Source: an optimization exercise on an open RTL-to-GDS flow (aim: small area and a short achievable clock period). Production flows keep margins and buffers that such runs may drop.
The RTL was checked by simulation tests, not by an equivalence proof against the original design.
Power and IR drop assume default switching activity.

Setup of v30:
Design fp_alu, start of the top module:
module fp_alu (
    input  wire                     FPUCLK,
    input  wire                     RST,
    input  wire fpu_pkg::fp_word_t  a,
    input  wire fpu_pkg::fp_word_t  b,
    input  wire fpu_pkg::fp_op_e    ctrl,
    output fpu_pkg::fp_word_t       out
);
    logic                 v1, v2, v3;
    fpu_pkg::in_stage_t   s1;
    fpu_pkg::rows_stage_t s2;
    fpu_pkg::sum_stage_t  s3;
    fp_exp_stage u_exp (
        .FPUCLK (FPUCLK),
        .RST    (RST),
        .a      (a),
        .b      (b),
        .ctrl   (ctrl),
        .v1     (v1),
        .s1     (s1)
    );
    fp_align_stage u_align (
        .FPUCLK (FPUCLK),
        .RST    (RST),
        .v1     (v1),
        .s1     (s1),
        .v2     (v2),
        .s2     (s2)
    );
    fp_add_stage u_add (
        .FPUCLK (FPUCLK),
        .RST    (RST),
        .v2     (v2),
        .s2     (s2),
        .v3     (v3),
        .s3     (s3)
    );
    fp_norm_stage u_norm (
        .FPUCLK (FPUCLK),
        .RST    (RST),
        .v3     (v3),
        .s3     (s3),
        .out    (out)
    );
endmodule
Size: roughly 270 flip-flops, roughly 100 I/O pins, ~26000 µm² of cells after synthesis.
clock: 14.5 ns
lec_check: 0
cap_margin: 50
core_margin: 2
core_utilization: 40
cts_cluster_diameter: 150
cts_cluster_size: 26
slew_margin: 50
standard.sh (not shown) runs the stock make flow with config.mk's settings and CLKGATE_MAP_FILE= SYNTH_SCRIPT=/design/flow/synth_recipe.tcl, a recipe that flattens the netlist after the stock synthesis.
==> flow/flow/run.sh <==
#!/bin/bash
# The standard layout, except that the buffers placed on the ports are
# sky130_fd_sc_hd__buf_2 cells rather than the flow's default pick (a slow
# clkdlybuf4s50 delay cell). Everything else is standard.sh unchanged.
set -euo pipefail
export BUFFER_PORTS_ARGS="-buffer_cell sky130_fd_sc_hd__buf_2"
bash standard.sh > standard.log 2>&1
v30 finished all stages; the layout is clean.
Here is what was changed in the inputs of v14 compared with v30.
Settings: swapping 50 for 20 in SLEW_MARGIN; clearing CTS_CLUSTER_SIZE, which used to be 26; swapping 50 for 20 in CAP_MARGIN; clearing CTS_CLUSTER_DIAMETER, which used to be 150.
==> flow/run.sh (new file) <==
#!/bin/bash
# synth_recipe.tcl (not shown) runs the flow's synth.tcl, then flattens the netlist and writes it again
# the make line also repeats each setting of config.mk as NAME=value (left out here)
make -C /OpenROAD-flow-scripts/flow DESIGN_CONFIG=/design/flow/config.mk WORK_HOME=/design/flow/orfs CLKGATE_MAP_FILE= SYNTH_SCRIPT=/design/flow/synth_recipe.tcl finish
removed: flow/flow/run.sh
removed: flow/standard.sh
### Flow results
v14 -> v30: sequential element share of the synthesized area delta 0, exact match
Compared with v30, v14 ends up with more cell area.
v14: global-route met3 utilization higher than v30
Edits applied to the flow inputs when going from v14 to v52:
Settings: putting CTS_CLUSTER_DIAMETER at 150 where nothing was set; putting CTS_CLUSTER_SIZE at 30 where nothing was set.
==> flow/flow/run.sh (new file) <==
#!/bin/bash
# The standard layout, except that the buffers placed on the ports are
# sky130_fd_sc_hd__buf_2 cells rather than the flow's default pick (a slow
# clkdlybuf4s50 delay cell). Everything else is standard.sh unchanged.
set -euo pipefail
export BUFFER_PORTS_ARGS="-buffer_cell sky130_fd_sc_hd__buf_2"
bash standard.sh > standard.log 2>&1
==> flow/standard.sh (new file) <==
#!/bin/bash
# synth_recipe.tcl (not shown) runs the flow's synth.tcl, then flattens the netlist and writes it again
# the make line also repeats each setting of config.mk as NAME=value (left out here)
make -C /OpenROAD-flow-scripts/flow DESIGN_CONFIG=/design/flow/config.mk WORK_HOME=/design/flow/orfs CLKGATE_MAP_FILE= SYNTH_SCRIPT=/design/flow/synth_recipe.tcl "${@:-finish}"
removed: flow/run.sh
==> results.txt <==
[v52] leakage dissipation fell 3.1% relative to v14. v52 ended up with met5 as its topmost layer with routed signal wires; v14 ended up with met4. v52 vs v14 on growth of design area from synthesis to finish: v52 is the lower one. Critical path depth for v52: 1 down relative to v14. Per the comparison of v52 with v14, wire length of the first global-routing pass increased by 0.44% relative to the old numbers, total power after layout went down, arrival time reported for the critical path endpoint picked up an extra 0.05 ns.

-- separate check: timing with driven ports --
The flow's constraints put no driver on any port. The routed layouts listed below were extracted and timed again, unchanged, in two steps.
Step 1 sets driving cells, clkbuf_16 on the clock port and buf_2 on the other inputs (assumed; they add their load-dependent delay and slew).
Step 2 adds t to the input delays and takes it off the output delays; t is the mean of the earliest and latest rising clock arrival at the registers after step 1. Input paths then give back, and output paths get back, about the clock's delay inside the block.
Three values: ideal, step 1, step 2; two values: the first two.
run	shift t [ns]	setup WS [ns]	hold slack, ns	worst setup path after step 2
v30	0.609	10.140 / 10.140 / 10.140	0.334 / 0.334 / 0.334	register to register
v14	0.626	9.960 / 9.960 / 9.960	0.323 / 0.323 / 0.323	register to register
v52	0.600	9.892 / 9.892 / 9.892	0.336 / 0.336 / 0.336	register to register
After both steps every run listed still meets setup and hold.
